This is an optimization exercise on Yosys and OpenROAD, whose aim is small area, a short achievable clock period and few clock cycles per item, not a production implementation.
Function not checked in this run: the RTL went through the layout flow alone.

==> design.v <==
`default_nettype none
package wrnp_pkg;
  localparam int SITE_W = 8;
  localparam int CFG_W  = 16;
  localparam int RV_W   = 31;
  localparam int DIFF_W = 17;    
  localparam int WGT_W  = 17;    
  localparam int TOT_W  = 20;    
  localparam logic [CFG_W-1:0] MAXD_RESET = 16'd255;
endpackage
`default_nettype wire
`default_nettype none
module wrnp_ram (
  input  wire logic                        clk,
  input  wire logic                        clr,
  input  wire logic                        we,
  input  wire logic [4:0]                  idx,
  input  wire logic                        nonempty,
  input  wire logic [15:0]                 distance,
  input  wire logic [15:0]                 active,
  input  wire logic                        target_valid,
  output logic      [5:0]                  ne,
  output logic      [6*wrnp_pkg::DIFF_W-1:0] df,
  output logic      [15:0]                 a8,
  output logic                             tv16
);
  logic [wrnp_pkg::DIFF_W-1:0] diff;
  assign diff = {1'b0, active} - {1'b0, distance};
  function automatic logic [2:0] trio_slot(input logic [4:0] i);
    case (i)
      5'd2:    trio_slot = 3'd0;
      5'd3:    trio_slot = 3'd1;
      5'd4:    trio_slot = 3'd2;
      5'd12:   trio_slot = 3'd3;
      5'd13:   trio_slot = 3'd4;
      5'd14:   trio_slot = 3'd5;
      default: trio_slot = 3'd7;
    endcase
  endfunction
  always_ff @(posedge clk) begin
    if (clr) begin
      ne   <= '0;
      df   <= '0;
      a8   <= '0;
      tv16 <= 1'b0;
    end else if (we) begin
      for (int k = 0; k < 6; k++) begin
        if (trio_slot(idx) == 3'(k)) begin
          ne[k] <= nonempty;
          df[k*wrnp_pkg::DIFF_W +: wrnp_pkg::DIFF_W] <= diff;
        end
      end
      if (idx == 5'd8)
        a8 <= active;
      if (idx == 5'd16)
        tv16 <= target_valid;
    end
  end
endmodule
`default_nettype wire
`default_nettype none
module wrnp_div #(
  parameter int K = 3
) (
  input  wire logic [wrnp_pkg::TOT_W-1:0] divisor,
  input  wire logic [wrnp_pkg::TOT_W-1:0] rem_in,
  input  wire logic [K-1:0]               bits_in,    
  output logic      [wrnp_pkg::TOT_W-1:0] rem_out
);
  always_comb begin
    logic [wrnp_pkg::TOT_W:0] t;
    logic [wrnp_pkg::TOT_W:0] d;
    logic [wrnp_pkg::TOT_W-1:0] r;
    r = rem_in;
    for (int i = K - 1; i >= 0; i--) begin
      t = {r, bits_in[i]};
      d = t - {1'b0, divisor};
      if (!d[wrnp_pkg::TOT_W])
        r = d[wrnp_pkg::TOT_W-1:0];
      else
        r = t[wrnp_pkg::TOT_W-1:0];
    end
    rem_out = r;
  end
endmodule
`default_nettype wire
`default_nettype none
module weighted_random_neighbor_pick (
  input  wire logic                              clk,
  input  wire logic                              rst,
  input  wire logic                              in_valid,
  output logic                                   in_ready,
  input  wire logic                              mode,
  input  wire logic [4:0]                        entry_index,
  input  wire logic                              entry_nonempty,
  input  wire logic [15:0]                       entry_distance,
  input  wire logic [15:0]                       entry_active,
  input  wire logic                              entry_target_valid,
  input  wire logic [wrnp_pkg::SITE_W-1:0]       start_site,
  input  wire logic                              at_node,
  input  wire logic                              uniform_weights,
  input  wire logic [wrnp_pkg::RV_W-1:0]         random_value,
  output logic                                   out_valid,
  input  wire logic                              out_ready,
  output logic      [wrnp_pkg::SITE_W-1:0]       next_site,
  output logic                                   moved,
  input  wire logic                              cfg_we,
  input  wire logic [wrnp_pkg::CFG_W-1:0]        cfg_wdata
);
  localparam int K  = 2;
  localparam int WW = wrnp_pkg::WGT_W;
  localparam int TW = wrnp_pkg::TOT_W;
  localparam int DW = wrnp_pkg::DIFF_W;
  localparam logic [1:0] J_IDLE = 2'd0;
  localparam logic [1:0] J_W    = 2'd1;
  localparam logic [1:0] J_D    = 2'd2;
  localparam logic [1:0] J_F    = 2'd3;
  logic        rst_q;
  logic [15:0] maxd;
  always_ff @(posedge clk) begin
    rst_q <= rst;
    if (cfg_we && !rst)
      maxd <= cfg_wdata;
    else if (rst_q)
      maxd <= wrnp_pkg::MAXD_RESET;
  end
  logic        s0_valid;
  logic        s0_mode;
  logic [38:0] s0_d;
  logic [1:0]  st;
  logic        room;
  logic        adv;
  logic        load;
  assign adv      = (st == J_IDLE) || (st == J_F && room);
  assign in_ready = !s0_valid || adv;
  assign load     = adv && s0_valid;
  always_ff @(posedge clk) begin
    if (rst)
      s0_valid <= 1'b0;
    else if (in_ready)
      s0_valid <= in_valid;
    if (in_ready) begin
      s0_mode <= mode;
      if (mode)
        s0_d <= {1'b0, uniform_weights, at_node, |start_site[7:4], start_site[3:0], random_value};
      else
        s0_d <= {entry_target_valid, entry_nonempty, entry_active, entry_distance, entry_index};
    end
  end
  logic [4:0]  s0_idx;
  logic [3:0]  s0_site;
  logic        s0_sinv, s0_node, s0_uni;
  logic [30:0] s0_rv;
  assign s0_idx  = s0_d[4:0];
  assign s0_rv   = s0_d[30:0];
  assign s0_site = s0_d[34:31];
  assign s0_sinv = s0_d[35];
  assign s0_node = s0_d[36];
  assign s0_uni  = s0_d[37];
  logic [5:0]      t_ne;
  logic [6*DW-1:0] t_df;
  logic [15:0]     t_a8;
  logic            t_tv16;
  wrnp_ram u_table (
    .clk          (clk),
    .clr          (rst_q),
    .we           (load && !s0_mode),
    .idx          (s0_idx),
    .nonempty     (s0_d[37]),
    .distance     (s0_d[20:5]),
    .active       (s0_d[36:21]),
    .target_valid (s0_d[38]),
    .ne           (t_ne),
    .df           (t_df),
    .a8           (t_a8),
    .tv16         (t_tv16)
  );
  logic        is_trio;
  logic        is_zero_site;
  logic [5:0]  sa, sb, sc;      
  logic [1:0]  pos8;
  always_comb begin
    is_trio = 1'b1;
    sa = 6'd0; sb = 6'd0; sc = 6'd0; pos8 = 2'd0;
    case (s0_site)
      4'd2:    begin sa = 6'b000100; sb = 6'b010000; sc = 6'b100000; pos8 = 2'd1; end
      4'd3:    begin sa = 6'b001000; sb = 6'b010000; sc = 6'b100000; pos8 = 2'd0; end
      4'd4:    begin sa = 6'b000001; sb = 6'b001000; sc = 6'b010000; pos8 = 2'd1; end
      4'd12:   begin sa = 6'b000010; sb = 6'b000100; sc = 6'b100000; pos8 = 2'd2; end
      4'd13:   begin sa = 6'b000001; sb = 6'b000010; sc = 6'b000100; pos8 = 2'd3; end
      4'd14:   begin sa = 6'b000001; sb = 6'b000010; sc = 6'b001000; pos8 = 2'd2; end
      default: is_trio = 1'b0;
    endcase
    is_zero_site = !is_trio && (s0_site != 4'd0);
  end
  function automatic logic [DW-1:0] dsel(input logic [6*DW-1:0] d, input logic [5:0] oh);
    logic [DW-1:0] v;
    v = '0;
    for (int k = 0; k < 6; k++)
      v = v | (d[k*DW +: DW] & {DW{oh[k]}});
    dsel = v;
  endfunction
  function automatic logic [WW-1:0] clampw(input logic [DW-1:0] d, input logic [15:0] b);
    logic [DW:0] s;
    s = {d[DW-1], d} + {2'b00, b};
    clampw = s[DW] ? '0 : s[WW-1:0];
  endfunction
  logic [WW-1:0] wa, wb, wc, w8;
  logic [WW-1:0] x1n, x2n, x3n, x4n;
  always_comb begin
    wa = clampw(dsel(t_df, sa), maxd);
    wb = clampw(dsel(t_df, sb), maxd);
    wc = clampw(dsel(t_df, sc), maxd);
    w8 = s0_node ? {1'b0, maxd} + {1'b0, t_a8} : '0;
    case (pos8)
      2'd0:    begin x1n = w8; x2n = wa; x3n = wb; x4n = wc; end
      2'd1:    begin x1n = wa; x2n = w8; x3n = wb; x4n = wc; end
      2'd2:    begin x1n = wa; x2n = wb; x3n = w8; x4n = wc; end
      default: begin x1n = wa; x2n = wb; x3n = wc; x4n = w8; end
    endcase
  end
  logic [3:0]    j_site;
  logic          j_uni;
  logic          j_s0;          
  logic          j_div;         
  logic [3:0]    cnt;
  logic [1:0]    pcnt;
  logic [7:0]    res_site;
  logic          res_moved;
  logic [WW-1:0] x1;            
  logic [WW:0]   x2;
  logic [WW+1:0] x3;
  logic [TW-1:0] x4;
  logic [TW-1:0] r_tot;
  logic [TW-1:0] r_rem;
  logic [30:0]   r_q;
  logic [WW-1:0] w16;
  assign w16 = t_tv16 ? {1'b0, maxd} : '0;
  logic [TW-1:0] tot;
  assign tot = TW'(x1) + TW'(x2) + TW'(x3) + x4 + TW'(w16);
  logic [5:0] smask;
  logic [2:0] scnt;
  logic [2:0] sr;
  logic [1:0] m3;
  logic [2:0] m5;
  logic [2:0] sj;
  logic       is_small;
  logic [WW-1:0] w_or;
  logic       coh_zero;
  assign coh_zero = (smask == 6'd0);
  function automatic logic [1:0] add3(input logic [1:0] a, input logic [1:0] b);
    logic [1:0] r;
    r = '0;
    case ({a, b})
      4'd0: r = 2'd0;
      4'd1: r = 2'd1;
      4'd2: r = 2'd2;
      4'd4: r = 2'd1;
      4'd5: r = 2'd2;
      4'd6: r = 2'd0;
      4'd8: r = 2'd2;
      4'd9: r = 2'd0;
      4'd10: r = 2'd1;
      default: r = '0;
    endcase
    add3 = r;
  endfunction
  function automatic logic [2:0] add5(input logic [2:0] a, input logic [2:0] b);
    logic [2:0] r;
    r = '0;
    case ({a, b})
      6'd0: r = 3'd0;
      6'd1: r = 3'd1;
      6'd2: r = 3'd2;
      6'd3: r = 3'd3;
      6'd4: r = 3'd4;
      6'd8: r = 3'd1;
      6'd9: r = 3'd2;
      6'd10: r = 3'd3;
      6'd11: r = 3'd4;
      6'd12: r = 3'd0;
      6'd16: r = 3'd2;
      6'd17: r = 3'd3;
      6'd18: r = 3'd4;
      6'd19: r = 3'd0;
      6'd20: r = 3'd1;
      6'd24: r = 3'd3;
      6'd25: r = 3'd4;
      6'd26: r = 3'd0;
      6'd27: r = 3'd1;
      6'd28: r = 3'd2;
      6'd32: r = 3'd4;
      6'd33: r = 3'd0;
      6'd34: r = 3'd1;
      6'd35: r = 3'd2;
      6'd36: r = 3'd3;
      default: r = '0;
    endcase
    add5 = r;
  endfunction
  function automatic logic [2:0] nib5(input logic [3:0] a);
    logic [2:0] r;
    case (a)
      4'd0: r = 3'd0;
      4'd1: r = 3'd1;
      4'd2: r = 3'd2;
      4'd3: r = 3'd3;
      4'd4: r = 3'd4;
      4'd5: r = 3'd0;
      4'd6: r = 3'd1;
      4'd7: r = 3'd2;
      4'd8: r = 3'd3;
      4'd9: r = 3'd4;
      4'd10: r = 3'd0;
      4'd11: r = 3'd1;
      4'd12: r = 3'd2;
      4'd13: r = 3'd3;
      4'd14: r = 3'd4;
      4'd15: r = 3'd0;
      default: r = '0;
    endcase
    nib5 = r;
  endfunction
  function automatic logic [1:0] mod3(input logic [30:0] v);
    logic [1:0] r [16];
    logic [31:0] w;
    w = {1'b0, v};
    for (int i = 0; i < 16; i++)
      r[i] = (w[2*i +: 2] == 2'd3) ? 2'd0 : w[2*i +: 2];    
    for (int n = 8; n >= 1; n = n / 2)
      for (int i = 0; i < n; i++)
        r[i] = add3(r[2*i], r[2*i+1]);
    mod3 = r[0];
  endfunction
  function automatic logic [2:0] mod5(input logic [30:0] v);
    logic [2:0] r [8];
    logic [31:0] w;
    w = {1'b0, v};
    for (int i = 0; i < 8; i++)
      r[i] = nib5(w[4*i +: 4]);                        
    for (int n = 4; n >= 1; n = n / 2)
      for (int i = 0; i < n; i++)
        r[i] = add5(r[2*i], r[2*i+1]);
    mod5 = r[0];
  endfunction
  always_comb begin
    logic [6:0] coh;      
    logic [5:0] roh;      
    w_or = x1 | x2[WW-1:0] | x3[WW-1:0] | x4[WW-1:0] | w16;
    if (j_s0)
      smask = t_ne;
    else
      smask = {1'b0, w16 != '0, x4 != '0, x3 != '0, x2 != '0, x1 != '0};
    is_small = j_s0 || j_uni || (w_or[WW-1:1] == '0);
    coh = 7'd1;
    for (int i = 0; i < 6; i++)
      if (smask[i]) coh = {coh[5:0], 1'b0};
    scnt = 3'd0;
    for (int i = 0; i < 7; i++)
      if (coh[i]) scnt = 3'(i);
    m3 = mod3(r_q);
    m5 = mod5(r_q);
    sr = 3'd0;
    if (coh[2]) sr = {2'b00, r_q[0]};
    if (coh[3]) sr = {1'b0, m3};
    if (coh[4]) sr = {1'b0, r_q[1:0]};
    if (coh[5]) sr = m5;
    if (coh[6]) begin
      case ({r_q[0], m3})
        3'b0_00: sr = 3'd0;
        3'b1_01: sr = 3'd1;
        3'b0_10: sr = 3'd2;
        3'b1_00: sr = 3'd3;
        3'b0_01: sr = 3'd4;
        default: sr = 3'd5;
      endcase
    end
    roh = 6'd0;
    for (int i = 0; i < 6; i++)
      if (sr == 3'(i)) roh[i] = 1'b1;
    sj = 3'd0;
    for (int i = 0; i < 6; i++) begin
      if (smask[i] && roh[0])
        sj = 3'(i);
      if (smask[i])
        roh = {1'b0, roh[5:1]};
    end
  end
  function automatic logic [4:0] slot_side(input logic [3:0] site, input logic [2:0] j);
    logic [4:0] s;
    s = 5'd16;
    case (site)
      4'd0:  case (j) 3'd0: s = 5'd2;  3'd1: s = 5'd3;  3'd2: s = 5'd4;
                      3'd3: s = 5'd12; 3'd4: s = 5'd13; default: s = 5'd14; endcase
      4'd2:  case (j) 3'd0: s = 5'd4;  3'd1: s = 5'd8;  3'd2: s = 5'd13; 3'd3: s = 5'd14; default: s = 5'd16; endcase
      4'd3:  case (j) 3'd0: s = 5'd8;  3'd1: s = 5'd12; 3'd2: s = 5'd13; 3'd3: s = 5'd14; default: s = 5'd16; endcase
      4'd4:  case (j) 3'd0: s = 5'd2;  3'd1: s = 5'd8;  3'd2: s = 5'd12; 3'd3: s = 5'd13; default: s = 5'd16; endcase
      4'd12: case (j) 3'd0: s = 5'd3;  3'd1: s = 5'd4;  3'd2: s = 5'd8;  3'd3: s = 5'd14; default: s = 5'd16; endcase
      4'd13: case (j) 3'd0: s = 5'd2;  3'd1: s = 5'd3;  3'd2: s = 5'd4;  3'd3: s = 5'd8;  default: s = 5'd16; endcase
      4'd14: case (j) 3'd0: s = 5'd2;  3'd1: s = 5'd3;  3'd2: s = 5'd8;  3'd3: s = 5'd12; default: s = 5'd16; endcase
      default: s = 5'd16;
    endcase
    slot_side = s;
  endfunction
  logic [3:0] ncyc;
  always_comb begin
    if (|w_or[16:16])      ncyc = 4'd7;    
    else if (|w_or[15:14]) ncyc = 4'd8;    
    else if (|w_or[13:12]) ncyc = 4'd9;    
    else if (|w_or[11:10]) ncyc = 4'd10;   
    else if (|w_or[9:8])   ncyc = 4'd11;   
    else if (|w_or[7:6])   ncyc = 4'd12;   
    else if (|w_or[5:4])   ncyc = 4'd13;   
    else                   ncyc = 4'd14;   
  end
  logic [TW-1:0] rem_next;
  wrnp_div #(.K(K)) u_div (
    .divisor (r_tot),
    .rem_in  (r_rem),
    .bits_in (r_q[30 -: K]),
    .rem_out (rem_next)
  );
  logic [2:0] dj;
  always_comb begin
    if (r_rem < TW'(x1))      dj = 3'd0;
    else if (r_rem < TW'(x2)) dj = 3'd1;
    else if (r_rem < TW'(x3)) dj = 3'd2;
    else if (r_rem < x4)      dj = 3'd3;
    else                      dj = 3'd4;
  end
  logic [TW-1:0] psum;
  always_comb begin
    case (pcnt)
      2'd0:    psum = TW'(x1) + TW'(x2);
      2'd1:    psum = TW'(x2) + TW'(x3);
      default: psum = TW'(x3) + x4;
    endcase
  end
  logic       push;
  logic [7:0] push_site;
  logic       push_moved;
  assign push       = (st == J_F) && room;
  assign push_site  = j_div ? {3'b000, slot_side(j_site, dj)} : res_site;
  assign push_moved = j_div ? 1'b1 : res_moved;
  always_ff @(posedge clk) begin
    if (rst) begin
      st <= J_IDLE;
    end else if (adv) begin
      if (!s0_valid)
        st <= J_IDLE;
      else if (s0_mode && !s0_sinv && !is_zero_site)
        st <= J_W;
      else
        st <= J_F;
    end else if (st == J_W) begin
      st <= is_small ? J_F : J_D;
    end else if (st == J_D) begin
      if (cnt == '0)
        st <= J_F;
    end
  end
  always_ff @(posedge clk) begin
    if (load) begin
      j_site <= s0_site;
      j_uni  <= s0_uni;
      j_s0   <= (s0_site == 4'd0);
      j_div  <= 1'b0;
      x1     <= x1n;
      x2     <= (WW+1)'(x2n);
      x3     <= (WW+2)'(x3n);
      x4     <= TW'(x4n);
      r_q    <= s0_rv;
      if (!s0_mode) begin
        res_site  <= 8'd0;
        res_moved <= 1'b0;
      end else if (s0_sinv) begin
        res_site  <= 8'hFF;
        res_moved <= 1'b0;
      end else begin
        res_site  <= {4'h0, s0_site};
        res_moved <= 1'b0;
      end
    end else if (st == J_W) begin
      r_tot <= tot;
      cnt   <= ncyc;
      pcnt  <= 2'd0;
      j_div <= !is_small;
      if (is_small && !coh_zero) begin
        res_site  <= {3'b000, slot_side(j_site, sj)};
        res_moved <= 1'b1;
      end
      if (|w_or[16:16])      begin r_rem <= TW'(r_q[30:16]); r_q <= {r_q[15:0], 15'd0}; end
      else if (|w_or[15:14]) begin r_rem <= TW'(r_q[30:18]); r_q <= {r_q[17:0], 13'd0}; end
      else if (|w_or[13:12]) begin r_rem <= TW'(r_q[30:20]); r_q <= {r_q[19:0], 11'd0}; end
      else if (|w_or[11:10]) begin r_rem <= TW'(r_q[30:22]); r_q <= {r_q[21:0],  9'd0}; end
      else if (|w_or[9:8])   begin r_rem <= TW'(r_q[30:24]); r_q <= {r_q[23:0],  7'd0}; end
      else if (|w_or[7:6])   begin r_rem <= TW'(r_q[30:26]); r_q <= {r_q[25:0],  5'd0}; end
      else if (|w_or[5:4])   begin r_rem <= TW'(r_q[30:28]); r_q <= {r_q[27:0],  3'd0}; end
      else                   begin r_rem <= TW'(r_q[30:30]); r_q <= {r_q[29:0],  1'd0}; end
    end else if (st == J_D) begin
      cnt   <= cnt - 1'b1;
      r_rem <= rem_next;
      r_q   <= r_q << K;
      if (pcnt != 2'd3) begin
        pcnt <= pcnt + 1'b1;
        case (pcnt)
          2'd0:    x2 <= (WW+1)'(psum);
          2'd1:    x3 <= (WW+2)'(psum);
          default: x4 <= psum;
        endcase
      end
    end
  end
  logic       sk_valid;
  logic [7:0] sk_site;
  logic       sk_moved;
  assign room = !sk_valid;
  always_ff @(posedge clk) begin
    if (rst) begin
      out_valid <= 1'b0;
      sk_valid  <= 1'b0;
    end else if (!out_valid || out_ready) begin
      if (sk_valid) begin
        out_valid <= 1'b1;
        sk_valid  <= 1'b0;
      end else begin
        out_valid <= push;
      end
    end else if (push) begin
      sk_valid <= 1'b1;
    end
    if (!out_valid || out_ready) begin
      if (sk_valid) begin
        next_site <= sk_site;
        moved     <= sk_moved;
      end else begin
        next_site <= push_site;
        moved     <= push_moved;
      end
    end
    if (push) begin
      sk_site  <= push_site;
      sk_moved <= push_moved;
    end
  end
endmodule
`default_nettype wire
==> run.sh <==
#!/bin/bash
# synth_recipe.tcl (not shown) runs the flow's synth.tcl, then flattens the netlist and writes it again
# the make line also repeats each setting of config.mk as NAME=value (left out here)
make -C /OpenROAD-flow-scripts/flow DESIGN_CONFIG=/design/flow/config.mk WORK_HOME=/design/flow/orfs CLKGATE_MAP_FILE= SYNTH_SCRIPT=/design/flow/synth_recipe.tcl finish
==> config.mk <==
export PLATFORM = sky130hd
export DESIGN_NAME = weighted_random_neighbor_pick
export DESIGN_NICKNAME = weighted_random_neighbor_pick
export VERILOG_FILES = /design/flow/design.v
export SDC_FILE = /design/flow/constraint.sdc
export NUM_CORES = 4
export LEC_CHECK = 0
export CAP_MARGIN = 20
export CORE_MARGIN = 2
export CORE_UTILIZATION = 40
export SETUP_SLACK_MARGIN = 5
export SLEW_MARGIN = 20
==> constraint.sdc <==
create_clock -name core_clock -period 11.0 [get_ports {clk}]
set_input_delay 2.2000 -clock core_clock [delete_from_list [all_inputs] [get_ports {clk}]]
set_output_delay 2.2000 -clock core_clock [all_outputs]
set_load 0.01 [all_outputs]
==> results.json <==
{
  "status": "finished clean",
  "setup_viol_count_final": 0,
  "slew_headroom": 0.243,
  "hold_path_class": "reg -> reg",
  "synth-edff-count": 227,
  "viasPerCell": 5.93,
  "rsz0062_at_grt": "true",
  "grt_max_degree": 78,
  "routed_wl_um": 124000,
  "worstPathBufferInverterCount": 3,
  "whs_path_depth": 2,
  "drc": 0,
  "cp_slowest_cell": "edfxtp_1",
  "cts_buffers": 49,
  "cts_max_path_buffers": 3,
  "synth_seq_cells": 390,
  "clock_sinks": 390,
  "slowest_delay_ns": 0.41,
  "die_area_mm2": 0.0920,
  "antenna_found_initial": 4,
  "avgSynthCellArea_um2": 8.19,
  "pin_count": 113,
  "multi_input_area_mm2": 0.0242,
  "cts_max_level": 2,
  "startpoint_type": "register",
  "synth_cell_types": 101,
  "gp_congestion": 0.955,
  "antenna_cells": 0,
  "fin_area_mm2": 0.0414,
  "cts_tree": "done",
  "fin_nets": 4945,
  "synthFlopType": "edfxtp_1",
  "final_cell_mix": "500 x nand2_1, 364 x inv_1, 352 x a21oi_1",
  "initial_core_util": 0.405,
  "path_max_fanout": 7,
  "setup-tns-final_ns": 0,
  "rrSetupSlack_ns": 3.96,
  "dieWidth_um": 303,
  "post-place-ws_ns": 3.03,
  "setup_ws_ns": 3.96,
  "synth_nets": 4863,
  "grt_usage": 0.261,
  "worstMarginPinSlew_ns": 1.14,
  "path_clk_slew_ns": 0.06,
  "core_mm2": 0.0885,
  "drv_cap": 0,
  "ant_nets": 0,
  "regArea_mm2": 0.0101,
  "rr_worst_depth": 39,
  "drt-pass1-iter-count": 7,
  "period_share": 0.640,
  "yosys_warnings": 5,
  "synth_area_mm2": 0.0358,
  "r2r-start": "r_q[30]$_DFFE_PN_",
  "skew_ns": 0.0593,
  "ctsRootBufferMaster": "clkbuf_16",
  "grt_pass1_wl_um": 187000,
  "seq_area_frac_synth": 0.281,
  "vias": 33600,
  "holdPathEnd": "u_table.df[98]$_SDFFE_PP0P_",
  "cp_top_family": "compound AO/OA/AOI/OAI gates",
  "first_iter_violations": 3771,
  "detailed_place_hpwl_um": 89500,
  "r2r-end": "r_rem[7]$_DFFE_PP_",
  "slew_violations": 0,
  "row_count": 109,
  "critical_path_class": "reg -> reg",
  "gr-total-overflow": 0,
  "crit_arrival_ns": 7.38,
  "wl_per_cell_um": 21.8,
  "placed_cell_area_mm2": 0.0380,
  "fin_crit_ns": 7.04,
  "num-fill-cells": 8495,
  "syn-instance-count": 4373,
  "cp.required_ns": 11.33,
  "hp-start": "u_table.df[98]$_SDFFE_PP0P_",
  "die-height_um": 303,
  "critPathCaptureType": "register",
  "hold_buffers": 0,
  "io_buffers": 112,
  "insertion_delay_ns": 0.65,
  "path_common_cell": "o21ai_2",
  "final_common_cell": "nand2_1",
  "max_freq_mhz": 142,
  "final-hold-violation-count": 0,
  "drive_gt1_frac": 0.118,
  "first_global_vias": 31100,
  "async_reset_ff_frac": 0,
  "area_growth_pct": 15.5
}
[cells by family after synthesis]
kind of cell / count (synthesis) / synth area share
adders and majority gates: 388 / 0.145
muxes: 206 / 0.0632
and+or+nand+nor: 1328 / 0.171
AOI/OAI and AO/OA: 1273 / 0.234
buffers and inverters: 622 / 0.0661
xor gates and xnor gates: 166 / 0.0406
DFF: 390 / 0.281
[final cells by class]
cell class              count  share of cell area
repair buffers            280              0.0605
inverters                 371              0.0338
clock buffers              65              0.0338
flip-flops and latches    390               0.244
well taps                1165              0.0352
multi-input cells        3363               0.584
clock inverters            27             0.00955
[through the flow]
step	std cells	hold WS [ns]	utilization
global route	5661	0.469	0.468
finish	5661	0.455	0.468
detailed placement	5449	0.447	0.430
floorplan	4373	0.420	-
global placement	5449	0.442	0.430
CTS	5595	0.455	0.457
[timing repair]
action	CTS	global route
resized for setup	40	92
cloned	3	2
buffers inserted	51	64
endpoints found under the hold margin	0	0
pin swaps	59	49
endpoints found under the setup margin	92	93
[worst max-delay path by stage]
| stage | from | end | slack, ns | depth (start not counted) |
|---|---|---|---|---|
| detailed placement | r_q[30]$_DFFE_PN_ | r_rem[15]$_SDFFCE_PP0P_ | 3.03 | 38 |
| global placement | r_q[30]$_DFFE_PN_ | r_rem[17]$_SDFFCE_PP0P_ | 2.84 | 38 |
| global route | r_q[30]$_DFFE_PN_ | r_rem[7]$_DFFE_PP_ | 3.54 | 39 |
| CTS | r_q[30]$_DFFE_PN_ | r_rem[3]$_DFFE_PP_ | 3.90 | 39 |
| floorplan | r_q[30]$_DFFE_PN_ | r_rem[10]$_DFFE_PP_ | 4.21 | 40 |
| finish | r_q[30]$_DFFE_PN_ | r_rem[7]$_DFFE_PP_ | 3.96 | 39 |
[layer usage]
layer  vias up  GRT usage  part of all wire
li1      15900          -                 -
met1     16000      0.366              0.44
met2      1361      0.412              0.44
met3       245     0.0347             0.077
met4         2     0.0924             0.037
met5         -          0          0.000065
[Yosys cell counts (all sizes together) (40+ instances only)]
library cell | n | area share
a21o | 75 | 0.016
o21ai | 268 | 0.037
xnor2 | 129 | 0.032
nand3 | 81 | 0.011
dfxtp | 163 | 0.091
ha | 344 | 0.12
fa | 44 | 0.025
inv | 369 | 0.039
nand2b | 40 | 0.0070
a21oi | 369 | 0.052
nor2b | 41 | 0.0072
nor2 | 356 | 0.037
clkbuf | 215 | 0.023
and2 | 54 | 0.0094
o21bai | 54 | 0.011
edfxtp | 227 | 0.19
nor3 | 73 | 0.010
mux2i | 108 | 0.031
nand2 | 503 | 0.053
mux2 | 93 | 0.029
a211oi | 92 | 0.019
[sequential cells by signal, indices dropped and copies added, names as in the netlist, 16 cells and up, named ones only]
signal	count
maxd	16
r_q	31
r_rem	20
r_tot	20
s0_d	39
u_table.a8	16
u_table.df	102
x1	17
x2	18
x3	19
x4	20
[tightest hold or removal path, cell delays in order (launching register included)]
cell	delay (ns)
dfxtp_1	0.31
nand2_1	0.05
a21oi_1	0.05

-- port drivers added, routing unchanged --
The flow's constraints put no driver on any port. The routed layout listed below was extracted and timed again, unchanged, in two steps. Step 1 sets driving cells, clkbuf_16 on the clock port and buf_2 on the other inputs (assumed; they add their load-dependent delay and slew). Step 2 times the ports against the registers' clock, not the clock port: input delays grow and output delays shrink by t, the midpoint of the rising clock arrivals with the driver on. Three values: no drivers, after step 1, after step 2; two values: the first two.
t, ns: 0.692
setup slack, ns: 3.956 / 3.956 / 3.956
worst hold slack (ns): 0.455 / 0.455 / 0.455
slew at the worst register clock pin (ns): 0.07 / 0.07
After both steps this run still meets setup and hold. The setup slack of this run moves by 0.000 ns with the drivers and by 0.000 ns with both steps.
